Source: an optimization exercise on an open RTL-to-GDS flow (aim: small area and a short achievable clock period). Production flows keep margins and buffers that such runs may drop. The RTL was checked by simulation tests, not by an equivalence proof against the original design. No activity file was given, so power comes from the tool's default toggle rates.

File: flow/config.mk
export PLATFORM = sky130hd
export DESIGN_NAME = rvDatapath
export DESIGN_NICKNAME = rvDatapath
export VERILOG_FILES = /design/flow/design.v
export SDC_FILE = /design/flow/constraint.sdc
export NUM_CORES = 4
export LEC_CHECK = 0
export CAP_MARGIN = 10
export CELL_PAD_IN_SITES_DETAIL_PLACEMENT = 1
export CELL_PAD_IN_SITES_GLOBAL_PLACEMENT = 2
export CORE_MARGIN = 2
export CORE_UTILIZATION = 48
export GPL_TIMING_DRIVEN = 0
export PLACE_DENSITY = 0.58
export SETUP_SLACK_MARGIN = 2.0
export SLEW_MARGIN = 10
export SYNTH_HIERARCHICAL = 1
File: flow/constraint.sdc
create_clock -name core_clock -period 12.5 [get_ports {clk}]
set_input_delay 2.5000 -clock core_clock [delete_from_list [all_inputs] [get_ports {clk}]]
set_output_delay 2.5000 -clock core_clock [all_outputs]
set_load 0.01 [all_outputs]
File: flow/design.v
`default_nettype none
package rvCorePkg;
  localparam int XLEN       = 32;   
  localparam int REG_ADDR_W = 5;    
  localparam logic [2:0] ALU_AND = 3'b000;
  localparam logic [2:0] ALU_OR  = 3'b001;
  localparam logic [2:0] ALU_ADD = 3'b010;
  localparam logic [2:0] ALU_SUB = 3'b110;
  localparam logic [2:0] ALU_SLT = 3'b111;
  localparam int OPC_STORE_BIT = 5;
  typedef union packed {
    struct packed {
      logic [11:0]           imm12;    
      logic [REG_ADDR_W-1:0] rs1;
      logic [2:0]            funct3;
      logic [REG_ADDR_W-1:0] rd;
      logic [6:0]            opcode;
    } iView;
    struct packed {
      logic [6:0]            immHi;    
      logic [REG_ADDR_W-1:0] rs2;
      logic [REG_ADDR_W-1:0] rs1;
      logic [2:0]            funct3;
      logic [4:0]            immLo;    
      logic [6:0]            opcode;
    } sView;
    struct packed {
      logic                  sign;     
      logic [5:0]            imm10to5;
      logic [REG_ADDR_W-1:0] rs2;
      logic [REG_ADDR_W-1:0] rs1;
      logic [2:0]            funct3;
      logic [3:0]            imm4to1;
      logic                  imm11;    
      logic [6:0]            opcode;
    } bView;
    struct packed {
      logic                  sign;     
      logic [9:0]            imm10to1;
      logic                  imm11;
      logic [7:0]            imm19to12;
      logic [REG_ADDR_W-1:0] rd;
      logic [6:0]            opcode;
    } jView;
  } insnWordT;
endpackage
`default_nettype wire
`timescale 1ns/1ps
`default_nettype none
import rvCorePkg::*;
module aluUnit (
  input  logic [rvCorePkg::XLEN-1:0] a,
  input  logic [rvCorePkg::XLEN-1:0] b,
  input  logic [2:0]                 aluOp,
  output logic [rvCorePkg::XLEN-1:0] result,
  output logic                       zero
);
  logic            subtract;   
  logic [XLEN-1:0] bOperand;   
  logic [XLEN-1:0] sum;        
  logic            signsDiffer;
  logic            lessThan;
  assign subtract = aluOp[2];
  assign bOperand = subtract ? ~b : b;
  logic [XLEN-1:0] pBit;
  logic [XLEN-1:0] gPre [6];
  logic [XLEN-1:0] pPre [6];
  logic [XLEN-1:0] carry;
  assign pBit    = a ^ bOperand;
  assign gPre[0] = (a & bOperand) | {{(XLEN-1){1'b0}}, pBit[0] & subtract};
  assign pPre[0] = pBit;
  for (genvar l = 0; l < 5; l++) begin : g_lvl
    for (genvar i = 0; i < XLEN; i++) begin : g_bit
      if (i >= (1 << l)) begin : g_op
        prefixNode u_node (
          .gHi  (gPre[l][i]),
          .pHi  (pPre[l][i]),
          .gLo  (gPre[l][i - (1 << l)]),
          .pLo  (pPre[l][i - (1 << l)]),
          .gOut (gPre[l+1][i]),
          .pOut (pPre[l+1][i])
        );
      end else begin : g_pass
        assign gPre[l+1][i] = gPre[l][i];
        assign pPre[l+1][i] = pPre[l][i];
      end
    end
  end
  assign carry = {gPre[5][XLEN-2:0], subtract};
  assign sum   = pBit ^ carry;
  assign signsDiffer = a[XLEN-1] ^ b[XLEN-1];
  assign lessThan    = signsDiffer ? a[XLEN-1] : sum[XLEN-1];
  always_comb begin
    case (aluOp)
      ALU_AND: result = a & b;
      ALU_OR:  result = a | b;
      ALU_ADD: result = sum;
      ALU_SUB: result = sum;   
      ALU_SLT: result = {{(XLEN-1){1'b0}}, lessThan};
      default: result = '0;    
    endcase
  end
  logic addZero;
  logic subZero;
  assign addZero = ((a ^ b) == {a[XLEN-2:0] | b[XLEN-2:0], 1'b0});
  assign subZero = (a == b);
  always_comb begin
    case (aluOp)
      ALU_AND: zero = ~|(a & b);
      ALU_OR:  zero = ~|(a | b);
      ALU_ADD: zero = addZero;
      ALU_SUB: zero = subZero;
      ALU_SLT: zero = ~lessThan;
      default: zero = 1'b1;
    endcase
  end
endmodule
module prefixNode (
  input  logic gHi,
  input  logic pHi,
  input  logic gLo,
  input  logic pLo,
  output logic gOut,
  output logic pOut
);
  assign gOut = gHi | (pHi & gLo);
  assign pOut = pHi & pLo;
endmodule
`default_nettype wire
`timescale 1ns/1ps
`default_nettype none
import rvCorePkg::*;
module immGen (
  input  rvCorePkg::insnWordT        ins,
  output logic [rvCorePkg::XLEN-1:0] immOut,
  output logic [rvCorePkg::XLEN-1:0] branchOff,
  output logic [rvCorePkg::XLEN-1:0] jumpOff
);
  logic [XLEN-1:0] iImm;      
  logic [XLEN-1:0] sImm;      
  logic            isStore;
  assign iImm = {{(XLEN-12){ins.iView.imm12[11]}}, ins.iView.imm12};
  assign sImm = {{(XLEN-12){ins.sView.immHi[6]}},
                 ins.sView.immHi,
                 ins.sView.immLo};
  assign isStore = ins.iView.opcode[OPC_STORE_BIT];
  assign immOut  = isStore ? sImm : iImm;
  assign branchOff = {{(XLEN-13){ins.bView.sign}},
                      ins.bView.sign,
                      ins.bView.imm11,       
                      ins.bView.imm10to5,
                      ins.bView.imm4to1,
                      1'b0};
  assign jumpOff = {{(XLEN-21){ins.jView.sign}},
                    ins.jView.sign,
                    ins.jView.imm19to12,
                    ins.jView.imm11,         
                    ins.jView.imm10to1,
                    1'b0};
endmodule
`default_nettype wire
`timescale 1ns/1ps
`default_nettype none
import rvCorePkg::*;
module regFile (
  input  logic                       clk,
  input  logic                       rst,
  input  logic                       regWrite,
  input  rvCorePkg::insnWordT        ins,
  input  logic [rvCorePkg::XLEN-1:0] wd,
  output logic [rvCorePkg::XLEN-1:0] rd1,
  output logic [rvCorePkg::XLEN-1:0] rd2
);
  localparam int NUM_REGS = 1 << REG_ADDR_W;
  logic [XLEN-1:0]       regs [NUM_REGS];
  logic [REG_ADDR_W-1:0] rs1Idx;
  logic [REG_ADDR_W-1:0] rs2Idx;
  logic [REG_ADDR_W-1:0] rdIdx;
  logic [XLEN-1:0]       wdGated;   
  assign rs1Idx = ins.iView.rs1;
  assign rs2Idx = ins.sView.rs2;
  assign rdIdx  = ins.iView.rd;
  assign wdGated = wd & {XLEN{~rst}};
  assign regs[0] = '0;
  for (genvar i = 1; i < NUM_REGS; i++) begin : g_reg
    logic wrEn;
    assign wrEn = rst | (regWrite && rdIdx == REG_ADDR_W'(i));
    always_ff @(posedge clk) begin
      if (wrEn) begin
        regs[i] <= wdGated;
      end
    end
  end
  logic [NUM_REGS-1:0] sel1;
  logic [NUM_REGS-1:0] sel2;
  assign sel1 = NUM_REGS'(1) << rs1Idx;
  assign sel2 = NUM_REGS'(1) << rs2Idx;
  for (genvar b = 0; b < XLEN; b++) begin : g_rd
    logic [NUM_REGS-1:0] col;    
    logic [3:0]          part1;
    logic [3:0]          part2;
    for (genvar i = 0; i < NUM_REGS; i++) begin : g_col
      assign col[i] = regs[i][b];
    end
    selOr #(.N(7)) u1_0 (.d(col[7:1]), .s(sel1[7:1]), .y(part1[0]));
    selOr #(.N(7)) u2_0 (.d(col[7:1]), .s(sel2[7:1]), .y(part2[0]));
    for (genvar g = 1; g < 4; g++) begin : g_grp
      selOr #(.N(8)) u1 (.d(col[8*g+7:8*g]), .s(sel1[8*g+7:8*g]), .y(part1[g]));
      selOr #(.N(8)) u2 (.d(col[8*g+7:8*g]), .s(sel2[8*g+7:8*g]), .y(part2[g]));
    end
    assign rd1[b] = |part1;
    assign rd2[b] = |part2;
  end
endmodule
module selOr #(
  parameter int N = 8
) (
  input  logic [N-1:0] d,
  input  logic [N-1:0] s,
  output logic         y
);
  assign y = |(d & s);
endmodule
`default_nettype wire
`timescale 1ns/1ps
`default_nettype none
import rvCorePkg::*;
module fetchUnit #(
  parameter logic [rvCorePkg::XLEN-1:0] RESET_PC = '0
) (
  input  logic                       clk,
  input  logic                       rst,
  input  logic                       branch,
  input  logic                       jump,
  input  logic                       zero,
  input  logic [rvCorePkg::XLEN-1:0] branchOff,
  input  logic [rvCorePkg::XLEN-1:0] jumpOff,
  output logic [rvCorePkg::XLEN-1:0] pc
);
  logic            takeBranch;
  logic            takeOff;     
  logic [XLEN-1:0] pcOffset;    
  logic [XLEN-1:0] pcSeq;       
  logic [XLEN-1:0] pcTarget;    
  logic [XLEN-1:0] nextPc;
  assign takeBranch = branch && zero;
  assign takeOff    = jump || takeBranch;
  assign pcOffset = jump ? jumpOff : branchOff;
  assign pcSeq    = pc + XLEN'(4);
  assign pcTarget = pc + pcOffset;
  assign nextPc = takeOff ? pcTarget : pcSeq;
  always_ff @(posedge clk) begin
    if (rst) begin
      pc <= RESET_PC;
    end else begin
      pc <= nextPc;
    end
  end
endmodule
`default_nettype wire
`timescale 1ns/1ps
`default_nettype none
import rvCorePkg::*;
module dataMem #(
  parameter int MEM_WORDS = 64
) (
  input  logic                       clk,
  input  logic                       rst,
  input  logic                       memRead,
  input  logic                       memWrite,
  input  logic [rvCorePkg::XLEN-1:0] aluA,     
  input  logic [rvCorePkg::XLEN-1:0] aluB,     
  input  logic [2:0]                 aluOp,
  input  logic [rvCorePkg::XLEN-1:0] wd,
  output logic [rvCorePkg::XLEN-1:0] memOut
);
  localparam int IDX_W = $clog2(MEM_WORDS);
  localparam int HI    = IDX_W + 1;   
  logic [XLEN-1:0] mem [MEM_WORDS];
  logic [XLEN-1:0] wdGated;   
  logic          isAdd;
  logic          isSub;
  logic          isAnd;
  logic          isOr;
  logic [HI:0]   u;           
  logic [HI:0]   v;           
  logic [HI:2]   q;           
  logic [HI:2]   e1 [2];      
  logic [HI:2]   e0 [2];      
  logic [HI:2]   lg0;         
  logic [HI:2]   lg1;         
  assign isAdd = (aluOp == ALU_ADD);
  assign isSub = (aluOp == ALU_SUB);
  assign isAnd = (aluOp == ALU_AND);
  assign isOr  = (aluOp == ALU_OR);
  assign u     = aluA[HI:0];
  assign v     = aluB[HI:0];
  assign q     = u[HI:2] ^ v[HI:2];
  logic addC2;
  logic addN2;
  logic subC2;
  logic subN2;
  assign addC2 = ((isAdd & u[1]) & v[1]) | (((isAdd & u[1]) | (isAdd & v[1])) & (u[0] & v[0]));
  assign addN2 = ((isAdd & ~u[1]) & ~v[1]) | (((isAdd & ~u[1]) | (isAdd & ~v[1])) & (~u[0] | ~v[0]));
  assign subC2 = ((isSub & u[1]) & ~v[1]) | (((isSub & u[1]) | (isSub & ~v[1])) & (u[0] | ~v[0]));
  assign subN2 = ((isSub & ~u[1]) & v[1]) | (((isSub & ~u[1]) | (isSub & v[1])) & (~u[0] & v[0]));
  for (genvar i = 2; i <= HI; i++) begin : g_bit
    logic addC0, addN0, subC0, subN0;
    logic addC1, addN1, subC1, subN1;
    if (i == 2) begin : g_low
      assign addC0 = addC2;  assign addN0 = addN2;
      assign subC0 = subC2;  assign subN0 = subN2;
      assign addC1 = addC2;  assign addN1 = addN2;
      assign subC1 = subC2;  assign subN1 = subN2;
    end else begin : g_up
      assign addC0 = (isAdd & u[i-1]) | (isAdd & v[i-1]);
      assign addN0 = (isAdd & ~u[i-1]) & ~v[i-1];
      assign subC0 = (isSub & u[i-1]) | (isSub & ~v[i-1]);
      assign subN0 = (isSub & ~u[i-1]) & v[i-1];
      assign addC1 = (isAdd & u[i-1]) & v[i-1];
      assign addN1 = (isAdd & ~u[i-1]) | (isAdd & ~v[i-1]);
      assign subC1 = (isSub & u[i-1]) & ~v[i-1];
      assign subN1 = (isSub & ~u[i-1]) | (isSub & v[i-1]);
    end
    assign e1[0][i] = addC0 | subN0;
    assign e0[0][i] = addN0 | subC0;
    assign e1[1][i] = addC1 | subN1;
    assign e0[1][i] = addN1 | subC1;
    assign lg1[i] = (isAnd & u[i] & v[i]) | (isOr & (u[i] | v[i]));
    assign lg0[i] = ~(isAdd | isSub) & ~lg1[i];
  end
  logic [HI:2] t00;
  logic [HI:2] t01;
  logic [HI:2] t10;
  logic [HI:2] t11;
  for (genvar i = 2; i <= HI; i++) begin : g_agree_bit
    assign t00[i] = (q[i] ? e1[0][i] : e0[0][i]) | lg0[i];
    assign t01[i] = (q[i] ? e1[1][i] : e0[1][i]) | lg0[i];
    assign t10[i] = (q[i] ? e0[0][i] : e1[0][i]) | lg1[i];
    assign t11[i] = (q[i] ? e0[1][i] : e1[1][i]) | lg1[i];
  end
  logic [MEM_WORDS-1:0] hit;     
  for (genvar k = 0; k < MEM_WORDS; k++) begin : g_hit
    localparam logic [HI:0] KK = {IDX_W'(k), 2'b00};
    logic [HI:2] agree;
    for (genvar i = 2; i <= HI; i++) begin : g_agree
      if (KK[i] && KK[i-1])       assign agree[i] = t11[i];
      else if (KK[i])             assign agree[i] = t10[i];
      else if (KK[i-1])           assign agree[i] = t01[i];
      else                        assign agree[i] = t00[i];
    end
    assign hit[k] = &agree;
  end
  logic [MEM_WORDS-1:0] rdSel;
  assign rdSel = hit & {MEM_WORDS{memRead}};
  for (genvar b = 0; b < XLEN; b++) begin : g_rd
    logic [MEM_WORDS-1:0]   col;    
    logic [MEM_WORDS/8-1:0] part;
    for (genvar k = 0; k < MEM_WORDS; k++) begin : g_col
      assign col[k] = mem[k][b];
    end
    for (genvar g = 0; g < MEM_WORDS / 8; g++) begin : g_grp
      selOr #(.N(8)) u (.d(col[8*g+7:8*g]), .s(rdSel[8*g+7:8*g]), .y(part[g]));
    end
    assign memOut[b] = |part;
  end
  assign wdGated = wd & {XLEN{~rst}};
  for (genvar k = 0; k < MEM_WORDS; k++) begin : g_word
    logic wrEn;
    assign wrEn = rst | (memWrite & hit[k]);
    always_ff @(posedge clk) begin
      if (wrEn) begin
        mem[k] <= wdGated;
      end
    end
  end
endmodule
`default_nettype wire
`timescale 1ns/1ps
`default_nettype none
import rvCorePkg::*;
module rvDatapath #(
  parameter int                         MEM_WORDS = 64,
  parameter logic [rvCorePkg::XLEN-1:0] RESET_PC  = '0
) (
  input  logic                       clk,
  input  logic                       rst,
  input  logic [rvCorePkg::XLEN-1:0] ins,
  input  logic [2:0]                 aluOp,
  input  logic                       aluSrc,     
  input  logic                       memRead,
  input  logic                       memWrite,
  input  logic                       memToReg,   
  input  logic                       regWrite,
  input  logic                       branch,
  input  logic                       jump,
  output logic [rvCorePkg::XLEN-1:0] pc,
  output logic [rvCorePkg::XLEN-1:0] aluResult,
  output logic                       zero,
  output logic [rvCorePkg::XLEN-1:0] wbData
);
  logic [XLEN-1:0] rd1;
  logic [XLEN-1:0] rd2;
  logic [XLEN-1:0] immOut;
  logic [XLEN-1:0] branchOff;
  logic [XLEN-1:0] jumpOff;
  logic [XLEN-1:0] aluB;      
  logic [XLEN-1:0] memOut;
  rvCorePkg::insnWordT insW;      
  assign insW = ins;
  fetchUnit #(.RESET_PC(RESET_PC)) fetch_i (
    .clk       (clk),
    .rst       (rst),
    .branch    (branch),
    .jump      (jump),
    .zero      (zero),
    .branchOff (branchOff),
    .jumpOff   (jumpOff),
    .pc        (pc)
  );
  regFile regs_i (
    .clk      (clk),
    .rst      (rst),
    .regWrite (regWrite),
    .ins      (insW),
    .wd       (wbData),   
    .rd1      (rd1),
    .rd2      (rd2)
  );
  immGen imm_i (
    .ins       (insW),
    .immOut    (immOut),
    .branchOff (branchOff),
    .jumpOff   (jumpOff)
  );
  assign aluB = aluSrc ? immOut : rd2;
  aluUnit alu_i (
    .a      (rd1),
    .b      (aluB),
    .aluOp  (aluOp),
    .result (aluResult),
    .zero   (zero)
  );
  dataMem #(.MEM_WORDS(MEM_WORDS)) dmem_i (
    .clk      (clk),
    .rst      (rst),
    .memRead  (memRead),
    .memWrite (memWrite),
    .aluA     (rd1),
    .aluB     (aluB),
    .aluOp    (aluOp),
    .wd       (rd2),
    .memOut   (memOut)
  );
  assign wbData = memToReg ? memOut : aluResult;
endmodule
`default_nettype wire
File: flow/flow/run.sh
#!/bin/bash
# Standard layout with three changes, set through the ORFS variables the
# standard scripts read:
# - plain buf_4 port buffers in place of the delay buffers picked by default
# - clock tree from clkbuf_8 with no dummy loads, sinks clustered by 16
set -euo pipefail
export BUFFER_PORTS_ARGS="-buffer_cell sky130_fd_sc_hd__buf_4"
export CTS_ARGS="-sink_clustering_enable -repair_clock_nets -dont_use_dummy_load -buf_list sky130_fd_sc_hd__clkbuf_8 -sink_clustering_size 16 -sink_clustering_max_diameter 50"
bash standard.sh finish > make_finish.log 2>&1
File: flow/standard.sh
#!/bin/bash
# synth_recipe.tcl (not shown) runs the flow's synth.tcl, then flattens the netlist and writes it again
# the make line also repeats each setting of config.mk as NAME=value (left out here)
make -C /OpenROAD-flow-scripts/flow DESIGN_CONFIG=/design/flow/config.mk WORK_HOME=/design/flow/orfs CLKGATE_MAP_FILE= SYNTH_SCRIPT=/design/flow/synth_recipe.tcl "${@:-finish}"
==> summary.txt, run 1 <==
- Result of the run: no timing/DRC/antenna violations
- Class of the tightest hold or removal check: flip-flop to flip-flop
- Global routing usage on met1: 0.464
- Clock tree sinks: 3072
- Final hold vios: 0
- Tightest Pin Transition: 1.45 ns
- Sw Ratio: 0.295
- Final setup violation count: 0
- Slew HR: 0.0328
- Minimum setup slack after placement: -0.847 ns
- Die Y: 513 um
- Layout Nets: 9147
- CTS Root Buffer Type: sky130_fd_sc_hd__clkbuf_8
- Utilization after layout: 0.593
- DIE AREA: 0.263 mm^2
- Fraction of layout instances using a drive strength above 1: 0.264
- Post-route minimum period: 11.02 ns
- DRC viols: 0
- Routability cong.: 0.925
- Startpoint type of the worst setup path: input pin
- Site Rows: 186
- Global Route Usage Sum: 0.365
- Largest net degree at the start of global routing: 54
- # placed instances: 11600
- Maximum frequency from static timing analysis: 0.0908 GHz
- Total Neg Setup Slack: 0 ns
- Maximum resistive drop on vdd: 125 uV
- Number of instances in the synthesized netlist: 7518
- Cell at the slowest stage of the critical path: sky130_fd_sc_hd__or4_4
- Routed WL: 502000 um
- Area of the placeable core: 0.257 mm^2
- Cell family with the largest share of critical-path delay: simple AND/OR/NAND/NOR gates
- Clock latency reported for the late side of the worst-skew pair: 1.17 ns
- Violation count after the first detailed-route iteration: 11700
- Maximum single-stage delay on the critical path: 0.53 ns
- Final setup slack of the worst path: 1.48 ns
- Vias after detailed routing: 87100
- Max-Cap Viols: 0
- Combinational Power Share: 0.201
- Worst Clk Skew: 0.137 ns
- Worst Path Required: 10.00 ns
- Period utilisation layout: 0.881
- Global Route met3 Usage: 0.0603
- HPWL after detailed placement: 340000 um
- Area growth, synth to finish: 22.7%
- Width of the die: 513 um
- Remaining antenna violation count after routing: 0
- Design internal power: 17.0 mW
- Number of global-route vias before repair: 86700
- Depth of the CTS H-tree: 5
- Number of fillers in the final layout: 22900
- CTS max path bufs: 4
- Number of max-slew violations in the final report: 0
- Clock transition at the registers of the reported paths: 0.05 ns
- CTS tree: done
- Capturing element type of the critical path: output pin
- Netlist area before placement: 0.124 mm^2
- Post-detailed-route wirelength per cell: 40.6 um
- Count of non-filler cells in the finished layout: 12400
- Total congestion overflow after global routing: 0
- Syn_area_per_cell: 16.5 um^2
- Drt first pass iters: 9
- Warnings from Yosys: 18
- Maximum fanout along the worst path: 14
- Number of buffer and inverter instances along the worst setup path: 10
- TritonCTS Buffers: 335
- First-pass GRT wire length: 677000 um
- Number of vias per cell after detailed routing: 7.04
- Sequential share of power: 0.559
- Data arrival time of the worst path: 8.52 ns
- IO Count: 141
- Met2 capacity usage during global routing: 0.604
- Static Leakage: 54.0 nW
- Setup CP Type: input pin to output pin
- Switching power of the nets: 7.13 mW
- Antenna violations before repair: 25
- Busiest metal layer after global routing: met2
- Clk network pwr share: 0.239
- Buffers on Ports: 121
- Pwr dens: 158 mW/mm^2
- Initial Utilization: 0.483
- RSZ-0062 raised after global routing: true
-- final cells by class --
class	instances	area, um^2	area share
Timing Repair Buffer	1114	14300	0.0934
Antenna cell	16	40.0	0.000262
Inverter	96	363	0.00238
Sequential cell	3072	91900	0.602
Tap cell	3384	4230	0.0277
Multi-Input combinational cell	4164	35700	0.234
Buffer	187	1490	0.00975
Clock buffer	335	4610	0.0302
-- final timing paths --
| path | startpoint | slack [ns] | endpoint | depth (start not counted) |
|---|---|---|---|---|
| max | ins[21] | 1.48 | wbData[1] | 27 |
| min | fetch_i.pc[0] | 0.49 | fetch_i.pc[0] | 2 |
| max reg2reg | regs_i.regs[16][5] | 5.73 | regs_i.regs[19][12] | 18 |
| min reg2reg | fetch_i.pc[0] | 0.49 | fetch_i.pc[0] | 2 |
-- worst reg2reg max path: cells and delay by family, from the launching register on --
kind	cells	cell delay, ns
compound gates	7	2.21
simple gates	3	1.78
mux	2	0.77
buf+inv	3	0.46
flops	1	0.41
fa+ha+maj	1	0.37
xor+xnor	2	0.36
-- flip-flops by register name, summed over array words and instances, names as in the netlist --
name         cells
fetch_i.pc      32
dmem_i.mem    2048
regs_i.regs    992
-- per-stage QoR --
| stage | hold slack, ns | area (um^2) | total power [mW] |
|---|---|---|---|
| 3_5_place_dp | 0.485 | 141000 | 17.8 |
| 3_3_place_gp | 0.474 | 130000 | 17.3 |
| 5_1_grt | 0.530 | 153000 | 24.7 |
| 6_report | 0.489 | 153000 | 24.1 |
| 4_1_cts | 0.492 | 150000 | 23.8 |
| 2_1_floorplan | 0.492 | 125000 | 15.5 |
-- cell usage in the layout, fill, tap and decap left out, types with 32 or more instances in the layout --
cell type and instances:
sky130_fd_sc_hd__xnor2_1 58, sky130_fd_sc_hd__mux2_4 63, sky130_fd_sc_hd__and2_1 96, sky130_fd_sc_hd__a22oi_2 117, sky130_fd_sc_hd__buf_8 244, sky130_fd_sc_hd__nor2_1 58, sky130_fd_sc_hd__edfxtp_1 3040, sky130_fd_sc_hd__buf_16 70
sky130_fd_sc_hd__buf_4 610, sky130_fd_sc_hd__buf_2 39, sky130_fd_sc_hd__nor4_4 35, sky130_fd_sc_hd__nor2b_4 40, sky130_fd_sc_hd__buf_12 194, sky130_fd_sc_hd__nand3_1 97, sky130_fd_sc_hd__nor4_2 32, sky130_fd_sc_hd__nor3_4 78
sky130_fd_sc_hd__a21o_1 139, sky130_fd_sc_hd__a21oi_1 38, sky130_fd_sc_hd__xor2_1 88, sky130_fd_sc_hd__clkbuf_8 339, sky130_fd_sc_hd__mux2_2 38, sky130_fd_sc_hd__inv_1 91, sky130_fd_sc_hd__a22oi_1 1834, sky130_fd_sc_hd__nand4_1 483
sky130_fd_sc_hd__o31ai_4 41, sky130_fd_sc_hd__dfxtp_1 32, sky130_fd_sc_hd__a222oi_1 64, sky130_fd_sc_hd__or4_1 42, sky130_fd_sc_hd__ha_1 127, sky130_fd_sc_hd__nand2_1 49, sky130_fd_sc_hd__buf_6 92, sky130_fd_sc_hd__nor2_4 42
-- repair_timing --
action                                  4_1_cts  5_1_grt
gates resized for setup                     387      214
cloned                                        3        5
buffers inserted                            301      147
endpoints found under the hold margin         0        0
pin swaps                                   203      182
endpoints found under the setup margin       58       36
hold buffers                                  0        0
-- power by group through the flow --
stage	Sequential [mW]	Combinational [mW]	Clock, mW
2_1_floorplan	13.6	1.90	0
3_3_place_gp	13.7	3.59	0
3_5_place_dp	13.7	4.17	0
4_1_cts	13.4	4.52	5.80
5_1_grt	13.6	4.99	6.13
6_report	13.5	4.86	5.78
-- per-layer routing --
layer / vias to the layer above / wire [um]
met4: 10 / 34600
met5: - / 66
met1: 45400 / 182000
li1: 35000 / -
met2: 5221 / 241000
met3: 1430 / 44200
==> run 2, diff against run 1 <==
--- a/flow/design.v
+++ b/flow/design.v
@@ -209,6 +209,12 @@
       selOr #(.N(8)) u2 (.d(col[8*g+7:8*g]), .s(sel2[8*g+7:8*g]), .y(part2[g]));
     end
-    assign rd1[b] = |part1;
-    assign rd2[b] = |part2;
+    logic [1:0] half1N;
+    logic [1:0] half2N;
+    nor2Cell u1_h0 (.a(part1[0]), .b(part1[1]), .y(half1N[0]));
+    nor2Cell u1_h1 (.a(part1[2]), .b(part1[3]), .y(half1N[1]));
+    nor2Cell u2_h0 (.a(part2[0]), .b(part2[1]), .y(half2N[0]));
+    nor2Cell u2_h1 (.a(part2[2]), .b(part2[3]), .y(half2N[1]));
+    nand2Cell u1_f (.a(half1N[0]), .b(half1N[1]), .y(rd1[b]));
+    nand2Cell u2_f (.a(half2N[0]), .b(half2N[1]), .y(rd2[b]));
   end
 endmodule
@@ -222,4 +228,18 @@
   assign y = |(d & s);
 endmodule
+module nor2Cell (
+  input  logic a,
+  input  logic b,
+  output logic y
+);
+  assign y = ~(a | b);
+endmodule
+module nand2Cell (
+  input  logic a,
+  input  logic b,
+  output logic y
+);
+  assign y = ~(a & b);
+endmodule
 `default_nettype wire
 `timescale 1ns/1ps
@@ -363,5 +383,15 @@
       selOr #(.N(8)) u (.d(col[8*g+7:8*g]), .s(rdSel[8*g+7:8*g]), .y(part[g]));
     end
-    assign memOut[b] = |part;
+    logic [3:0] q4N;
+    logic [1:0] q2;
+    logic       q1N;
+    for (genvar g = 0; g < 4; g++) begin : g_l1
+      nor2Cell u (.a(part[2*g]), .b(part[2*g+1]), .y(q4N[g]));
+    end
+    for (genvar g = 0; g < 2; g++) begin : g_l2
+      nand2Cell u (.a(q4N[2*g]), .b(q4N[2*g+1]), .y(q2[g]));
+    end
+    nor2Cell u_l3 (.a(q2[0]), .b(q2[1]), .y(q1N));
+    assign memOut[b] = ~q1N;
   end
   assign wdGated = wd & {XLEN{~rst}};
--- a/flow/config.mk
+++ b/flow/config.mk
@@ -10,7 +10,7 @@
 export CELL_PAD_IN_SITES_GLOBAL_PLACEMENT = 2
 export CORE_MARGIN = 2
-export CORE_UTILIZATION = 48
+export CORE_UTILIZATION = 35
 export GPL_TIMING_DRIVEN = 0
-export PLACE_DENSITY = 0.58
+export PLACE_DENSITY = 0.45
 export SETUP_SLACK_MARGIN = 2.0
 export SLEW_MARGIN = 10
==> run 2 against run 1 <==
Compared with the run above:
- highest routed layer unchanged
- largest cell class unchanged
- largest power group unchanged
- still clean
- routed wire length up 9.2%
- cell count increased by 14%
- non-clock buffer count rose by 31
==> summary.txt, run 2 <==
- Result of the run: no timing/DRC/antenna violations
- Maximum resistive drop on vdd: 89.8 uV (-28%)
- Max FFs per register: 2048 (unchanged)
- Number of instances in the synthesized netlist: 7807 (+3.8%)
- Class of the tightest hold or removal check: flip-flop to flip-flop
- Area of the multi-input gates: 0.0368 mm^2 (+3.0%)
- Top Registers: dmem_i.mem (2048), regs_i.regs (992), fetch_i.pc (32)
- Area of the placeable core: 0.356 mm^2 (+38%)
- Most common cell type on the critical path: sky130_fd_sc_hd__buf_12
- Slew HR: 0.165 (+0.132)
- DRC viols: 0 (unchanged)
- Period utilisation layout: 0.862 (-0.0197)
- Initial Utilization: 0.352 (-0.132)
- Most used cells in the layout excluding fill and tap cells: sky130_fd_sc_hd__edfxtp_1, sky130_fd_sc_hd__a22oi_1, sky130_fd_sc_hd__buf_4
- Worst Clk Skew: 0.124 ns (-0.0134 ns)
- Most common cell after layout, fill and taps aside: sky130_fd_sc_hd__edfxtp_1
- Drt first pass iters: 9 (unchanged)
- Capturing element type of the critical path: output pin
- Number of global-route vias before repair: 86900 (+0.28%)
- Final setup slack of the worst path: 1.73 ns (+0.246 ns)
- Final setup violation count: 0 (unchanged)
- Final hold vios: 0 (unchanged)
- Pwr dens: 159 mW/mm^2 (+0.28%)
- CTS tree: done
- Seq. cell area: 0.0919 mm^2 (unchanged)
- Routed WL: 549000 um (+9.2%)
- Hold_ws: 0.581 ns (+0.0919 ns)
- Warnings from Yosys: 18 (unchanged)
- Buffers on Ports: 121 (unchanged)
- Data arrival time of the worst path: 8.27 ns (-0.25 ns)
- CTS max path bufs: 4 (unchanged)
- Vias after detailed routing: 85100 (-2.3%)
- Depth of the CTS H-tree: 5 (unchanged)
- Clock transition at the registers of the reported paths: 0.04 ns (about the same)
- CTS Root Buffer Type: sky130_fd_sc_hd__clkbuf_8
- Antenna violations before repair: 29 (+16%)
- HPWL after detailed placement: 386000 um (+13%)
- Cell at the slowest stage of the critical path: sky130_fd_sc_hd__a2111o_1
- Post-CTS Hold Fix Bufs: 0 (unchanged)
- Static Leakage: 55.8 nW (+3.3%)
- Die Y: 602 um (+17%)
- Cell Area, Placed: 0.144 mm^2 (+2.4%)
- Number of fillers in the final layout: 34300 (+50%)
- Tightest Pin Transition: 1.25 ns (-0.198 ns)
- DIE AREA: 0.362 mm^2 (+38%)
- Clock tree sinks: 3072 (unchanged)
- Violation count after the first detailed-route iteration: 8208 (-30%)
- Remaining antenna violation count after routing: 0 (unchanged)
- RSZ-0062 raised after global routing: true
- Post-route minimum period: 10.77 ns (-0.246 ns)
- Largest net degree at the start of global routing: 54 (unchanged)
- Worst Path Required: 10.00 ns (about the same)
- IO Count: 141 (unchanged)
- Startpoint type of the worst setup path: input pin
- TritonCTS Buffers: 408 (+22%)
- Number of vias per cell after detailed routing: 6.02 (-14%)
- Netlist area before placement: 0.125 mm^2 (+0.57%)
- Register bank with the most flops: dmem_i.mem
- Post-detailed-route wirelength per cell: 38.8 um (-4.4%)
- Final Cell Area: 0.158 mm^2 (+3.4%)
- Number of max-slew violations in the final report: 0 (unchanged)
- Fraction of layout instances using a drive strength above 1: 0.276 (+0.0128)
- Clock latency reported for the late side of the worst-skew pair: 1.15 ns (-0.02 ns)
- Maximum single-stage delay on the critical path: 0.48 ns (-0.05 ns)
- Max-Cap Viols: 0 (unchanged)
- Layout Nets: 9542 (+4.3%)
- Routability cong.: 0.835 (-9.7%)
- Minimum setup slack after placement: -1.18 ns (-0.334 ns)
- Maximum frequency from static timing analysis: 0.0928 GHz (+2.3%)
- Syn_area_per_cell: 16.0 um^2 (-3.1%)
- Global Route Usage Sum: 0.294 (-0.0715)
- Maximum fanout along the worst path: 11 (-3)
- Total congestion overflow after global routing: 0 (unchanged)
- Area growth, synth to finish: 26.1%
- Total chip power: 25.0 mW (+3.6%)
- Setup CP Type: input pin to output pin
- Width of the die: 602 um (+17%)
- Site Rows: 219 (+18%)
- Total Neg Setup Slack: 0 ns (unchanged)
- First-pass GRT wire length: 738000 um (+9.0%)
run 2: final timing paths:
path,from,to,slack (ns),cells after the start
setup reg to reg,regs_i.regs[1][6],fetch_i.pc[29],5.64,29
hold reg to reg,fetch_i.pc[0],fetch_i.pc[0],0.58,2
setup / recovery,ins[20],wbData[3],1.73,29
hold / removal,fetch_i.pc[0],fetch_i.pc[0],0.58,2
run 2: per-layer routing:
metal | GRT usage | vias up | routed length (um)
li1 | - | 35800 | -
met1 | 0.376 | 45500 | 224000
met2 | 0.498 | 2891 | 269000
met3 | 0.0372 | 839 | 27800
met4 | 0.134 | 8 | 28200
met5 | 0 | - | 55
run 2: critical path: cells and delay by family:
family	cells	cell delay, ns
compound gates	5	1.39
simple gates	11	2.19
mux	2	0.65
buf+inv	11	1.42
run 2: per-stage QoR:
step | utilization | instances
after floorplan | - | 7808
after global placement | 0.372 | 12700
after detailed placement | 0.405 | 13200
after CTS | 0.437 | 14000
after global routing | 0.443 | 14100
final | 0.443 | 14100
run 2: power by group:
group | internal [mW] | total, mW | leakage [nW] | switching (mW)
Sequential | 13.0 | 13.4 | 31.6 | 0.489
Clock | 2.87 | 6.45 | 2.93 | 3.59
Combinational | 1.67 | 5.11 | 21.3 | 3.44
run 2: what timing repair did:
item | in CTS | in global routing
endpoints found under the hold margin | 0 | 0
endpoints found under the setup margin | 554 | 34
gates cloned | 3 | 9
gates resized for setup | 587 | 257
setup buffers | 354 | 102
pin swaps | 251 | 224
run 2: area by class of cell:
class                   count  area share
well taps                4751      0.0377
plain buffers             185     0.00915
repair buffers           1147      0.0982
multi-input cells        4423       0.233
clock buffers             408      0.0356
diodes                     16    0.000254
flip-flops and latches   3072       0.583
inverters                 128     0.00311
==> run 3, diff against run 2 <==
--- a/flow/config.mk
+++ b/flow/config.mk
@@ -10,7 +10,7 @@
 export CELL_PAD_IN_SITES_GLOBAL_PLACEMENT = 2
 export CORE_MARGIN = 2
-export CORE_UTILIZATION = 35
+export CORE_UTILIZATION = 48
 export GPL_TIMING_DRIVEN = 0
-export PLACE_DENSITY = 0.45
+export PLACE_DENSITY = 0.58
 export SETUP_SLACK_MARGIN = 2.0
 export SLEW_MARGIN = 10
==> run 3 against run 2 <==
Compared with the run above:
- count of clock-buffer cells in the layout decreased by 85
- sequential share of layout area grew 1.6 points
- highest routed layer unchanged
- clock power fell by 12%
- sequential power barely moved
- cell count is 11% lower
- hold slack worse by 0.094 ns
- final area fell by 2.6%
- combinational power fell by 3%
- power down 3.6%
- flip-flop and latch count did not move
- non-clock buffer count down 64
- global-route usage grew 9.4 points
==> summary.txt, run 3 <==
- Syn_area_per_cell: 16.0 um^2 (unchanged)
- Pwr dens: 157 mW/mm^2 (-1.1%)
- Most common cell type on the critical path: sky130_fd_sc_hd__buf_12
- Clock transition at the registers of the reported paths: 0.04 ns (about the same)
- Top Registers: dmem_i.mem (2048), regs_i.regs (992), fetch_i.pc (32)
- Routability cong.: 0.959 (+15%)
- Sw Ratio: 0.301 (+0.000307)
- Minimum setup slack after placement: -0.733 ns (+0.448 ns)
- Number of vias per cell after detailed routing: 7.13 (+18%)
- CTS tree: done
- Class of the tightest hold or removal check: flip-flop to flip-flop
- Most common cell after layout, fill and taps aside: sky130_fd_sc_hd__edfxtp_1
- Design internal power: 16.8 mW (-3.7%)
- Switching power of the nets: 7.25 mW (-3.6%)
- Data arrival time of the worst path: 8.46 ns (+0.19 ns)
- Tightest Pin Transition: 1.40 ns (+0.150 ns)
- Setup CP Type: input pin to output pin
- Clock tree sinks: 3072 (unchanged)
- TritonCTS Buffers: 323 (-21%)
- Number of global-route vias before repair: 89200 (+2.6%)
- Max-Cap Viols: 0 (unchanged)
- Clock latency reported for the late side of the worst-skew pair: 1.16 ns (about the same)
- Capturing element type of the critical path: output pin
- Layout Nets: 9395 (-1.5%)
- Fraction of layout instances using a drive strength above 1: 0.256 (-0.0204)
- Startpoint type of the worst setup path: input pin
- Drt first pass iters: 7 (-2)
- First-pass GRT wire length: 712000 um (-3.6%)
- Width of the die: 515 um (-15%)
- Number of max-slew violations in the final report: 0 (unchanged)
- Maximum resistive drop on vdd: 97.2 uV (+8.3%)
- HPWL after detailed placement: 360000 um (-6.7%)
- Routed WL: 532000 um (-3.0%)
- Die Y: 515 um (-15%)
- CTS max path bufs: 4 (unchanged)
- Global Route Usage Sum: 0.388 (+0.0940)
- Total congestion overflow after global routing: 0 (unchanged)
- RSZ-0062 raised after global routing: true
- Number of cell instances on the worst register-to-register path: 25 (-14%)
- Worst Path Required: 10.00 ns (about the same)
- Buffers on Ports: 121 (unchanged)
- Site Rows: 187 (-15%)
- Final setup slack of the worst path: 1.54 ns (-0.188 ns)
- Register bank with the most flops: dmem_i.mem
- Depth of the CTS H-tree: 5 (unchanged)
- Maximum fanout along the worst path: 9 (-2)
- Post-detailed-route wirelength per cell: 42.1 um (+8.5%)
- Static Leakage: 54.8 nW (-1.8%)
- Seq. cell area: 0.0919 mm^2 (unchanged)
- Post-route minimum period: 10.96 ns (+0.188 ns)
- IO Count: 141 (unchanged)
- Cell at the slowest stage of the critical path: sky130_fd_sc_hd__nand4_1
- Utilization after layout: 0.592 (+0.149)
- Number of instances in the synthesized netlist: 7807 (unchanged)
- # placed instances: 11900 (-10%)
- Final hold vios: 0 (unchanged)
- Maximum frequency from static timing analysis: 0.0912 GHz (-1.7%)
- Clk network pwr share: 0.236 (-0.022)
- Area of the multi-input gates: 0.0363 mm^2 (-1.4%)
- Combinational Power Share: 0.205 (about the same)
- Largest net degree at the start of global routing: 54 (unchanged)
- Antenna violations before repair: 31 (+6.9%)
- Netlist area before placement: 0.125 mm^2 (unchanged)
- Most used cells in the layout excluding fill and tap cells: sky130_fd_sc_hd__edfxtp_1, sky130_fd_sc_hd__a22oi_1, sky130_fd_sc_hd__buf_4
- Violation count after the first detailed-route iteration: 13900 (+69%)
- Worst Hold Depth: 2 (unchanged)
- Initial Utilization: 0.482 (+0.131)
- Count of non-filler cells in the finished layout: 12600 (-11%)
- DRC viols: 0 (unchanged)
- DIE AREA: 0.265 mm^2 (-27%)
- Result of the run: no timing/DRC/antenna violations
- Warnings from Yosys: 18 (unchanged)
- Worst Clk Skew: 0.122 ns (-0.00228 ns)
- Period utilisation layout: 0.877 (+0.0151)
- Post-CTS Hold Fix Bufs: 0 (unchanged)
- Final setup violation count: 0 (unchanged)
- Vias after detailed routing: 90100 (+5.8%)
- Area growth, synth to finish: 22.8%
- Sequential share of power: 0.559 (+0.021)
- CTS Root Buffer Type: sky130_fd_sc_hd__clkbuf_8
- Area of the placeable core: 0.259 mm^2 (-27%)
- Maximum single-stage delay on the critical path: 0.54 ns (+0.06 ns)
- Number of fillers in the final layout: 23300 (-32%)
- Remaining antenna violation count after routing: 0 (unchanged)
- Max FFs per register: 2048 (unchanged)
- Slew HR: 0.0649 (-0.100)
[run 3: worst paths after layout]
kind	start	end	slack (ns)
max	ins[24]	wbData[16]	1.54
min	fetch_i.pc[0]	fetch_i.pc[0]	0.49
max reg2reg	regs_i.regs[4][23]	fetch_i.pc[29]	5.77
min reg2reg	fetch_i.pc[0]	fetch_i.pc[0]	0.49
[run 3: layout make-up]
class / count / share of cell area
inverter: 128 / 0.00316
sequential: 3072 / 0.598
clock buffer: 323 / 0.0289
buffer: 185 / 0.00946
tap: 3402 / 0.0277
timing repair buffer: 1083 / 0.0961
antenna: 15 / 0.000244
multi-input combinational: 4425 / 0.236
[run 3: power by group through the flow]
stage | sequential (mW) | combinational, mW | clock (mW)
5_1_grt | 13.6 | 5.02 | 6.03
4_1_cts | 13.4 | 4.55 | 5.69
2_1_floorplan | 13.5 | 1.92 | 0
3_3_place_gp | 13.7 | 3.67 | 0
3_5_place_dp | 13.7 | 4.25 | 0
6_report | 13.5 | 4.94 | 5.68
[run 3: timing repair]
item | in CTS | in global routing
setup endpoints to repair | 85 | 36
setup buffers | 289 | 122
gates resized for setup | 400 | 261
cloned | 3 | 11
pin swaps | 176 | 198
[run 3: worst max-delay path, delay by kind of cell]
kind,cells,cell delay (ns)
buf+inv,13,1.72
compound gates,5,1.22
simple gates,10,2.15
mux,2,0.69
fa+ha+maj,1,0.15
[run 3: per-layer routing]
layer  wire [um]  global-route usage  up-vias
met5         155                   0        -
met4       35700               0.226       24
met3       62600              0.0966     1492
met2      239000               0.589     6232
met1      194000               0.508    46800
li1            -                   -    35500
[run 3: stage by stage]
step | instance area, um^2 | power, mW | hold slack, ns | setup TNS (ns)
after floorplan | 126000 | 15.5 | 0.491 | 0
after CTS | 151000 | 23.7 | 0.489 | 0
after detailed placement | 142000 | 17.9 | 0.484 | -13.87
after global routing | 154000 | 24.6 | 0.509 | 0
final | 154000 | 24.1 | 0.487 | 0
after global placement | 131000 | 17.4 | 0.477 | -
==> run 4, diff against run 3 <==
--- a/flow/config.mk
+++ b/flow/config.mk
@@ -13,5 +13,5 @@
 export GPL_TIMING_DRIVEN = 0
 export PLACE_DENSITY = 0.58
-export SETUP_SLACK_MARGIN = 2.0
+export SETUP_SLACK_MARGIN = 3.0
 export SLEW_MARGIN = 10
 export SYNTH_HIERARCHICAL = 1
==> run 4 against run 3 <==
Compared with the run above:
- the layout now fails its checks (max-capacitance violations, max-slew violations)
- sequential power hardly changed
- clock power is 0.7% higher
- die area stayed put
- utilization is 0.38 points higher
- setup slack better by 0.072 ns
- global-route usage is 1.1 points lower
- synthesized cell count stayed put
==> summary.txt, run 4 <==
- Pwr dens: 157 mW/mm^2 (+0.19%)
- Post-detailed-route wirelength per cell: 40.5 um (-3.9%)
- Post-route minimum period: 10.89 ns (-0.0723 ns)
- Clock tree sinks: 3072 (unchanged)
- HPWL after detailed placement: 347000 um (-3.4%)
- Number of vias per cell after detailed routing: 7.03 (-1.5%)
- Worst Path Required: 10.00 ns (about the same)
- Die Y: 515 um (unchanged)
- Endpoint of the worst-slack reg-to-reg timing path: fetch_i.pc[29]
- Setup CP Type: input pin to output pin
- Startpoint of the most critical hold path: fetch_i.pc[0]
- DIE AREA: 0.265 mm^2 (unchanged)
- Largest net degree at the start of global routing: 54 (unchanged)
- Number of instances in the synthesized netlist: 7807 (unchanged)
- Utilization after layout: 0.596 (+0.00382)
- Capturing element type of the critical path: output pin
- Max FFs per register: 2048 (unchanged)
- Register bank with the most flops: dmem_i.mem
- IO Count: 141 (unchanged)
- Routability cong.: 0.913 (-4.8%)
- Maximum single-stage delay on the critical path: 0.43 ns (-0.11 ns)
- Remaining antenna violation count after routing: 0 (unchanged)
- Startpoint type of the worst setup path: input pin
- Worst flop-to-flop path startpoint: regs_i.regs[1][2]
- Area growth, synth to finish: 23.6%
- Area of the multi-input gates: 0.0368 mm^2 (+1.6%)
- Class of the tightest hold or removal check: flip-flop to flip-flop
- Slew HR: -0.00972 (-0.0746)
- TritonCTS Buffers: 330 (+2.2%)
- Maximum frequency from static timing analysis: 0.0918 GHz (+0.66%)
- Most used cells in the layout excluding fill and tap cells: sky130_fd_sc_hd__edfxtp_1, sky130_fd_sc_hd__a22oi_1, sky130_fd_sc_hd__buf_4
- Fraction of layout instances using a drive strength above 1: 0.275 (+0.0188)
- Global Route Usage Sum: 0.377 (-0.0108)
- RSZ-0062 raised after global routing: true
- Area of the placeable core: 0.259 mm^2 (unchanged)
- Tightest Pin Transition: 1.51 ns (+0.112 ns)
- Number of max-slew violations in the final report: 11 (+11)
- Data arrival time of the worst path: 8.39 ns (-0.07 ns)
- Total congestion overflow after global routing: 0 (unchanged)
- Most common cell after layout, fill and taps aside: sky130_fd_sc_hd__edfxtp_1
- Layout Nets: 9477 (+0.87%)
- Total chip power: 24.3 mW (+0.84%)
- Final setup violation count: 0 (unchanged)
- Hold_ws: 0.490 ns (+0.00290 ns)
- Top Registers: dmem_i.mem (2048), regs_i.regs (992), fetch_i.pc (32)
- Buffers on Ports: 121 (unchanged)
- Depth of the CTS H-tree: 5 (unchanged)
- Cell at the slowest stage of the critical path: sky130_fd_sc_hd__a222oi_1
- Reasons for failing layout checks: max-capacitance violations, max-slew violations
- Worst Clk Skew: 0.133 ns (+0.0111 ns)
- Result of the run: complete, but fails checks
- Final hold vios: 0 (unchanged)
- Final setup slack of the worst path: 1.61 ns (+0.0723 ns)
- Routed WL: 515000 um (-3.3%)
- Netlist area before placement: 0.125 mm^2 (unchanged)
- CTS tree: done
- # placed instances: 11800 (-0.26%)
- DRC viols: 0 (unchanged)
- Post-CTS Hold Fix Bufs: 0 (unchanged)
- Drt first pass iters: 9 (+2)
- Worst Hold Depth: 2 (unchanged)
- First-pass GRT wire length: 696000 um (-2.2%)
- Maximum resistive drop on vdd: 111 uV (+14%)
- Timing startpoint of the critical path: ins[22]
- Syn_area_per_cell: 16.0 um^2 (unchanged)
- Static Leakage: 55.1 nW (+0.60%)
- Width of the die: 515 um (unchanged)
- Antenna violations before repair: 28 (-9.7%)
- Seq. cell area: 0.0919 mm^2 (unchanged)
- Hold path endpoint: fetch_i.pc[0]
- Initial Utilization: 0.482 (unchanged)
- Setup slack, reg-to-reg: 5.21 ns (-0.56 ns)
- Violation count after the first detailed-route iteration: 13400 (-3.4%)
- Number of fillers in the final layout: 23300 (+0.047%)
- Number of global-route vias before repair: 89000 (-0.30%)
- Clock latency reported for the late side of the worst-skew pair: 1.04 ns (-0.12 ns)
- Count of non-filler cells in the finished layout: 12700 (+0.67%)
- Site Rows: 187 (unchanged)
- Period utilisation layout: 0.871 (-0.00578)
- Vias after detailed routing: 89400 (-0.79%)
- Clock transition at the registers of the reported paths: 0.05 ns (about the same)
- CTS max path bufs: 4 (unchanged)
- Max-Cap Viols: 1 (+1)
- Maximum fanout along the worst path: 18 (+9)
- Minimum setup slack after placement: -1.28 ns (-0.551 ns)
- Warnings from Yosys: 18 (unchanged)
- Number of cell instances on the worst register-to-register path: 29 (+16%)
- CTS Root Buffer Type: sky130_fd_sc_hd__clkbuf_8
## run 4: worst max path at each step
stage	slack, ns	cells past startpoint	end
2_1_floorplan	2.99	20	wbData[29]
3_3_place_gp	-4.46	13	dmem_i.mem[14][23]
3_5_place_dp	-1.28	26	wbData[27]
4_1_cts	1.87	27	wbData[22]
5_1_grt	1.65	29	wbData[27]
6_report	1.61	27	wbData[27]
## run 4: routing by layer
| metal | global-route usage | vias to the layer above | share of wire |
|---|---|---|---|
| met3 | 0.101 | 1216 | 0.12 |
| met1 | 0.507 | 46600 | 0.38 |
| li1 | - | 35700 | - |
| met2 | 0.567 | 5782 | 0.45 |
| met4 | 0.190 | 12 | 0.055 |
| met5 | 0 | - | 0.00016 |
## run 4: layout make-up
| class | instances | share of cell area |
|---|---|---|
| tap | 3402 | 0.0275 |
| clock buffer | 330 | 0.0294 |
| multi-input combinational | 4427 | 0.238 |
| antenna | 18 | 0.000291 |
| inverter | 128 | 0.00350 |
| sequential | 3072 | 0.595 |
| buffer | 185 | 0.00932 |
| timing repair buffer | 1156 | 0.0972 |
## run 4: worst max-delay path: cells and delay by family
family / cells / cell delay [ns]
and+or+nand+nor: 11 / 2.57
buffers and inverters: 10 / 1.53
AOI/OAI and AO/OA: 4 / 1.10
muxes: 2 / 0.61
## run 4: power breakdown
part | internal, mW | switching, mW
Clock | 2.35 | 3.37
Combinational | 1.68 | 3.41
Sequential | 13.0 | 0.526
Total | 17.0 | 7.31
## run 4: repair_timing
item                                     CTS  global route
buffers inserted                         398           119
pin swaps                                268           247
endpoints found under the setup margin  1058            64
gates cloned                              10             4
endpoints found under the hold margin      0             0
gates resized for setup                  533           353
## run 4: metrics by stage
step,TNS [ns],area (um^2)
after global routing,0,155000
after global placement,-4372.19,132000
after detailed placement,-17.77,142000
after floorplan,0,126000
final,0,155000
after CTS,0,152000
==> run 5, diff against run 4 <==
--- a/flow/config.mk
+++ b/flow/config.mk
@@ -6,5 +6,5 @@
 export NUM_CORES = 4
 export LEC_CHECK = 0
-export CAP_MARGIN = 10
+export CAP_MARGIN = 0
 export CELL_PAD_IN_SITES_DETAIL_PLACEMENT = 1
 export CELL_PAD_IN_SITES_GLOBAL_PLACEMENT = 2
@@ -13,5 +13,5 @@
 export GPL_TIMING_DRIVEN = 0
 export PLACE_DENSITY = 0.58
-export SETUP_SLACK_MARGIN = 3.0
-export SLEW_MARGIN = 10
+export SETUP_SLACK_MARGIN = 2.5
+export SLEW_MARGIN = 0
 export SYNTH_HIERARCHICAL = 1
==> run 5 against run 4 <==
Compared with the run above:
- maximum frequency grew 1.8%
- utilization shrank 0.63 points
- non-clock buffer count shrank 192
- global-route usage shrank 0.75 points
- critical path depth grew 2
- clock skew grew 0.037 ns
- register-to-register slack gained 0.56 ns
- routed wire length shrank 1.9%
- sequential power is essentially flat
- still fails the layout checks on max-capacitance violations, max-slew violations
- flip-flop and latch count is the same
==> summary.txt, run 5 <==
- Most common cell after layout, fill and taps aside: sky130_fd_sc_hd__edfxtp_1
- Capturing element type of the critical path: output pin
- Depth of the CTS H-tree: 5 (unchanged)
- Violation count after the first detailed-route iteration: 13100 (-2.5%)
- Number of fillers in the final layout: 23100 (-0.86%)
- HPWL after detailed placement: 336000 um (-3.4%)
- Fraction of layout instances using a drive strength above 1: 0.261 (-0.0141)
- Total Neg Setup Slack: 0 ns (unchanged)
- Die Y: 515 um (unchanged)
- Worst Path Required: 10.00 ns (about the same)
- IO Count: 141 (unchanged)
- Global Route Usage Sum: 0.370 (-0.00746)
- Warnings from Yosys: 18 (unchanged)
- Seq. cell area: 0.0919 mm^2 (unchanged)
- Result of the run: complete, but fails checks
- Sum of met3 wire segment lengths after detailed routing: 57300 um (-5.0%)
- Site Rows: 187 (unchanged)
- Register bank with the most flops: dmem_i.mem
- Initial Utilization: 0.482 (unchanged)
- Most used cells in the layout excluding fill and tap cells: sky130_fd_sc_hd__edfxtp_1, sky130_fd_sc_hd__a22oi_1, sky130_fd_sc_hd__buf_4
- CTS max path bufs: 4 (unchanged)
- Slew HR: -0.00312 (+0.00659)
- Buffers on Ports: 121 (unchanged)
- Vias after detailed routing: 88700 (-0.73%)
- Maximum frequency from static timing analysis: 0.0935 GHz (+1.8%)
- Clock latency reported for the late side of the worst-skew pair: 1.12 ns (+0.08 ns)
- Final hold vios: 0 (unchanged)
- CTS Root Buffer Type: sky130_fd_sc_hd__clkbuf_8
- Clock tree sinks: 3072 (unchanged)
- RSZ-0062 raised after global routing: true
- Remaining antenna violation count after routing: 0 (unchanged)
- Minimum setup slack after placement: -0.726 ns (+0.558 ns)
- Width of the die: 515 um (unchanged)
- Area growth, synth to finish: 22.3%
- Maximum single-stage delay on the critical path: 0.39 ns (-0.04 ns)
- Final setup slack of the worst path: 1.81 ns (+0.194 ns)
- Routed WL: 505000 um (-1.9%)
- Pwr dens: 157 mW/mm^2 (about the same)
- Routability cong.: 0.934 (+2.3%)
- Total congestion overflow after global routing: 0 (unchanged)
- Post-detailed-route wirelength per cell: 40.3 um (-0.40%)
- Post-route minimum period: 10.69 ns (-0.194 ns)
- Setup CP Type: input pin to output pin
- Area of the placeable core: 0.259 mm^2 (unchanged)
- Worst Clk Skew: 0.169 ns (+0.0365 ns)
- Startpoint type of the worst setup path: input pin
- Number of global-route vias before repair: 87200 (-1.9%)
- Cell at the slowest stage of the critical path: sky130_fd_sc_hd__or3b_4
- Drt first pass iters: 13 (+4)
- CTS tree: done
- Number of max-slew violations in the final report: 32 (+21)
- Number of instances in the synthesized netlist: 7807 (unchanged)
- Antenna violations before repair: 33 (+18%)
- Period utilisation layout: 0.856 (-0.0155)
- WL met2: 221000 um (-3.9%)
- Maximum resistive drop on vdd: 117 uV (+5.1%)
- Post-route met1 wirelength: 200000 um (+2.2%)
- Max-Cap Viols: 1 (unchanged)
- Largest net degree at the start of global routing: 54 (unchanged)
- First-pass GRT wire length: 686000 um (-1.5%)
- Final setup violation count: 0 (unchanged)
- Top sig layer: met5
- Netlist area before placement: 0.125 mm^2 (unchanged)
- DRC viols: 0 (unchanged)
- Maximum fanout along the worst path: 6 (-12)
- Data arrival time of the worst path: 8.19 ns (-0.20 ns)
- Clock transition at the registers of the reported paths: 0.06 ns (about the same)
- Layout Nets: 9278 (-2.1%)
- DIE AREA: 0.265 mm^2 (unchanged)
- Syn_area_per_cell: 16.0 um^2 (unchanged)
- Class of the tightest hold or removal check: flip-flop to flip-flop
- Max FFs per register: 2048 (unchanged)
- Top Registers: dmem_i.mem (2048), regs_i.regs (992), fetch_i.pc (32)
- Reasons for failing layout checks: max-capacitance violations, max-slew violations
- Tightest Pin Transition: 1.50 ns (-0.00989 ns)
- Static Leakage: 54.2 nW (-1.7%)
- Number of vias per cell after detailed routing: 7.08 (+0.84%)
- Area of the multi-input gates: 0.0369 mm^2 (+0.11%)
- TritonCTS Buffers: 320 (-3.0%)
==> run 5: layer usage <==
| metal | up-vias | global-route usage |
|---|---|---|
| li1 | 35300 | - |
| met1 | 46400 | 0.518 |
| met2 | 5756 | 0.546 |
| met3 | 1189 | 0.0926 |
| met4 | 10 | 0.167 |
| met5 | - | 0 |
==> run 5: stage by stage <==
step	total power [mW]	hold WS, ns	util	std cells	cell area (um^2)
2_1_floorplan	15.5	0.491	-	7808	126000
3_3_place_gp	17.4	0.475	0.505	11300	131000
3_5_place_dp	17.9	0.484	0.545	11800	141000
4_1_cts	23.6	0.502	0.579	12400	150000
5_1_grt	24.6	0.517	0.589	12500	153000
6_report	24.0	0.494	0.590	12500	153000
==> run 5: worst max-delay path: cells and delay by family <==
kind,cells,cell delay (ns)
buffers and inverters,10,1.37
and+or+nand+nor,13,2.74
AOI/OAI and AO/OA,3,0.70
muxes,2,0.61
adders and majority gates,1,0.20
==> run 5: repair_timing <==
action	in CTS	in global routing
setup buffers	296	105
pin swaps	216	233
gates resized for setup	454	397
gates cloned	7	8
hold buffers	0	0
setup endpoints to repair	1031	55
hold endpoints to repair	0	0
==> run 5: area by class of cell <==
cell class / instances / area share
sequential: 3072 / 0.601
inverter: 128 / 0.00334
multi-input combinational: 4430 / 0.241
buffer: 185 / 0.00953
clock buffer: 320 / 0.0288
timing repair buffer: 964 / 0.0881
tap: 3402 / 0.0278
antenna: 19 / 0.000311
==> run 5: where the power goes <==
part,internal [mW],total (mW),switching (mW)
Sequential,13.0,13.5,0.534
Clock,2.27,5.59,3.32
Combinational,1.57,4.95,3.38
==> run 5: worst paths after layout <==
path | slack (ns) | endpoint | start | depth (start not counted)
setup reg to reg | 5.77 | fetch_i.pc[29] | regs_i.regs[4][18] | 27
setup / recovery | 1.81 | wbData[18] | ins[22] | 29
hold reg to reg | 0.49 | fetch_i.pc[0] | fetch_i.pc[0] | 2
hold / removal | 0.49 | fetch_i.pc[0] | fetch_i.pc[0] | 2
==> run 6, diff against run 5 <==
==> flow/config.mk (replaced) <==
export PLATFORM = sky130hd
export DESIGN_NAME = rvDatapath
export DESIGN_NICKNAME = rvDatapath
export VERILOG_FILES = /design/flow/design.v
export SDC_FILE = /design/flow/constraint.sdc
export NUM_CORES = 4
export LEC_CHECK = 0
export CAP_MARGIN = 10
export CELL_PAD_IN_SITES_DETAIL_PLACEMENT = 1
export CELL_PAD_IN_SITES_GLOBAL_PLACEMENT = 2
export CORE_MARGIN = 2
export CORE_UTILIZATION = 41
export GPL_TIMING_DRIVEN = 0
export PLACE_DENSITY = 0.52
export SETUP_SLACK_MARGIN = 2.2
export SLEW_MARGIN = 10
export SYNTH_HIERARCHICAL = 1
==> run 6 against run 5 <==
Compared with the run above:
- the run now finishes clean
- critical endpoint is now wbData[6]
- critical path type unchanged
- critical path depth unchanged
- largest cell class unchanged
- first-iteration DRC count shrank 8.3%
- synthesized cell count is the same
- setup slack worse by 0.17 ns
- hold slack got worse by 0.017 ns
- power rose by 2.0%
==> summary.txt, run 6 <==
- Endpoint of the worst-slack reg-to-reg timing path: fetch_i.pc[29]
- CTS tree: done
- Buffers on Ports: 121 (unchanged)
- Cell at the slowest stage of the critical path: sky130_fd_sc_hd__a2111o_1
- Data arrival time of the worst path: 8.36 ns (+0.17 ns)
- Most used cells in the layout excluding fill and tap cells: sky130_fd_sc_hd__edfxtp_1, sky130_fd_sc_hd__a22oi_1, sky130_fd_sc_hd__buf_4
- Hold path endpoint: fetch_i.pc[0]
- Max-Cap Viols: 0 (-1)
- Startpoint of the most critical hold path: fetch_i.pc[0]
- Total chip power: 24.5 mW (+2.0%)
- Vias after detailed routing: 87600 (-1.2%)
- Clock tree sinks: 3072 (unchanged)
- Startpoint type of the worst setup path: input pin
- DRC viols: 0 (unchanged)
- CTS max path bufs: 4 (unchanged)
- Most common cell type on the critical path: sky130_fd_sc_hd__buf_12
- Area of the placeable core: 0.303 mm^2 (+17%)
- Final setup violation count: 0 (unchanged)
- RSZ-0062 raised after global routing: true
- Max FFs per register: 2048 (unchanged)
- Worst Hold Depth: 2 (unchanged)
- HPWL after detailed placement: 365000 um (+8.7%)
- Post-route minimum period: 10.86 ns (+0.170 ns)
- Drt first pass iters: 8 (-5)
- Top Registers: dmem_i.mem (2048), regs_i.regs (992), fetch_i.pc (32)
- Area of the multi-input gates: 0.0367 mm^2 (-0.40%)
- Number of cell instances on the worst register-to-register path: 24 (-11%)
- Remaining antenna violation count after routing: 0 (unchanged)
- Violation count after the first detailed-route iteration: 12000 (-8.3%)
- Maximum fanout along the worst path: 8 (+2)
- Setup slack, reg-to-reg: 5.77 ns (about the same)
- Antenna violations before repair: 23 (-30%)
- Cell Area, Placed: 0.143 mm^2 (+1.1%)
- Post-CTS Hold Fix Bufs: 0 (unchanged)
- DIE AREA: 0.310 mm^2 (+17%)
- Setup CP Type: input pin to output pin
- Pwr dens: 157 mW/mm^2 (about the same)
- Global Route Usage Sum: 0.331 (-0.0386)
- Total congestion overflow after global routing: 0 (unchanged)
- Seq. cell area: 0.0919 mm^2 (unchanged)
- Fraction of layout instances using a drive strength above 1: 0.279 (+0.0179)
- IO Count: 141 (unchanged)
- Worst flop-to-flop path startpoint: regs_i.regs[1][11]
- Result of the run: no timing/DRC/antenna violations
- Maximum frequency from static timing analysis: 0.0920 GHz (-1.6%)
- Slew HR: 0.0488 (+0.0519)
- Post-detailed-route wirelength per cell: 39.7 um (-1.5%)
- Site Rows: 202 (+8.0%)
- Tightest Pin Transition: 1.43 ns (-0.0779 ns)
- Number of instances in the synthesized netlist: 7807 (unchanged)
- Number of fillers in the final layout: 28300 (+23%)
- Area growth, synth to finish: 24.8%
- Number of max-slew violations in the final report: 0 (-100%)
- Clock transition at the registers of the reported paths: 0.05 ns (about the same)
- Register bank with the most flops: dmem_i.mem
- Maximum single-stage delay on the critical path: 0.47 ns (+0.08 ns)
- CTS Root Buffer Type: sky130_fd_sc_hd__clkbuf_8
- Clock latency reported for the late side of the worst-skew pair: 1.13 ns (about the same)
- Capturing element type of the critical path: output pin
- Depth of the CTS H-tree: 5 (unchanged)
- Class of the tightest hold or removal check: flip-flop to flip-flop
- Worst Path Required: 10.00 ns (about the same)
- Routed WL: 529000 um (+4.8%)
- Worst Clk Skew: 0.150 ns (-0.0194 ns)
- Layout Nets: 9517 (+2.6%)
- TritonCTS Buffers: 350 (+9.4%)
- Netlist area before placement: 0.125 mm^2 (unchanged)
- Number of vias per cell after detailed routing: 6.57 (-7.2%)
- Warnings from Yosys: 18 (unchanged)
- Width of the die: 556 um (+8.1%)
- Static Leakage: 55.6 nW (+2.7%)
- Initial Utilization: 0.413 (-0.0697)
- Maximum resistive drop on vdd: 85.2 uV (-27%)
- Period utilisation layout: 0.869 (+0.0136)
- Final hold vios: 0 (unchanged)
- Die Y: 556 um (+8.1%)
- Most common cell after layout, fill and taps aside: sky130_fd_sc_hd__edfxtp_1
- Number of global-route vias before repair: 85900 (-1.5%)
- Final Cell Area: 0.156 mm^2 (+2.1%)
- First-pass GRT wire length: 709000 um (+3.5%)
- Routability cong.: 0.886 (-5.2%)
- Syn_area_per_cell: 16.0 um^2 (unchanged)
- Largest net degree at the start of global routing: 54 (unchanged)
-- run 6: worst max-delay path: cells and delay by family --
| family | cells | cell delay (ns) |
|---|---|---|
| simple gates | 10 | 2.36 |
| buf+inv | 11 | 1.47 |
| mux | 2 | 0.63 |
| compound gates | 6 | 1.34 |
-- run 6: timing repair --
item | in CTS | in global routing
pin swaps | 238 | 289
gates resized for setup | 452 | 408
setup buffers | 351 | 166
endpoints found under the setup margin | 1043 | 49
gates cloned | 5 | 10
-- run 6: how the worst max path moves through the flow --
stage / start / to / cells after the start / slack [ns]
detailed placement: ins[18] / wbData[17] / 25 / -1.75
CTS: ins[23] / wbData[17] / 29 / 1.85
floorplan: ins[24] / wbData[29] / 21 / 2.26
global placement: ins[15] / dmem_i.mem[15][10] / 13 / -5.40
finish: ins[23] / wbData[6] / 29 / 1.64
global route: ins[23] / wbData[24] / 29 / 1.67
-- run 6: stage by stage --
stage | instances | TNS [ns] | hold WS [ns] | utilization | setup WS (ns)
6_report | 13300 | 0 | 0.477 | 0.515 | 1.64
5_1_grt | 13300 | 0 | 0.523 | 0.515 | 1.67
4_1_cts | 13100 | 0 | 0.481 | 0.504 | 1.85
3_5_place_dp | 12400 | -40.01 | 0.472 | 0.471 | -1.75
3_3_place_gp | 11900 | - | 0.475 | 0.433 | -5.40
2_1_floorplan | 7808 | 0 | 0.491 | - | 2.26
-- run 6: metal layers --
| layer | global-route usage | wire length (um) | up-vias |
|---|---|---|---|
| li1 | - | - | 35800 |
| met4 | 0.134 | 24600 | 6 |
| met1 | 0.479 | 223000 | 46400 |
| met2 | 0.486 | 230000 | 4569 |
| met5 | 0 | 35 | - |
| met3 | 0.0692 | 50900 | 801 |
-- run 6: cell type report --
cell class | instances | share of cell area
plain buffers | 185 | 0.00949
flip-flops and latches | 3072 | 0.589
clock buffers | 350 | 0.0308
well taps | 3978 | 0.0319
multi-input cells | 4424 | 0.235
repair buffers | 1179 | 0.101
inverters | 128 | 0.00330
diodes | 11 | 0.000176
-- run 6: where the power goes --
part / switching (mW) / internal (mW) / leakage [nW]
Sequential: 0.516 / 13.0 / 31.6
Combinational: 3.47 / 1.67 / 21.5
Clock: 3.42 / 2.48 / 2.52
Total: 7.41 / 17.1 / 55.6

[what the ideal ports hide]
The flow's constraints put no driver on any port. The routed layouts listed below were extracted and timed again, unchanged, in two steps. Step 1 (the two cells are an assumption about what drives the block):
set clk [get_ports {clk}]
set_driving_cell -lib_cell sky130_fd_sc_hd__clkbuf_16 $clk
set_driving_cell -lib_cell sky130_fd_sc_hd__buf_2 [delete_from_list [all_inputs] $clk]
Step 2, shift: input delay + t, output delay - t, t = (earliest + latest rising clock arrival at the registers) / 2. This alone moves slack from input paths to output paths. Three values: ideal, step 1, step 2; two values: the first two.
run	t (ns)	setup slack, ns	worst slew at a driven data input, ns	slew violations	max-capacitance violations
run 1	1.202	1.482 / 1.330 / 1.330	1.38	0 / 0	0 / 0
run 2	1.191	1.728 / 1.612 / 1.612	1.10	0 / 0	0 / 0
run 3	1.181	1.540 / 1.415 / 1.415	1.58	0 / 54	0 / 1
run 4	1.097	1.612 / 1.504 / 1.504	1.40	11 / 11	1 / 1
run 5	1.139	1.806 / 1.695 / 1.695	1.22	32 / 32	1 / 1
run 6	1.167	1.636 / 1.519 / 1.519	1.37	0 / 0	0 / 0
The drivers bring new slew violations in run 3. With drivers on, capacitance violations rise in run 3. For run 1, which loses most, drivers alone change the setup slack by -0.152 ns; drivers and shift together by -0.152 ns.
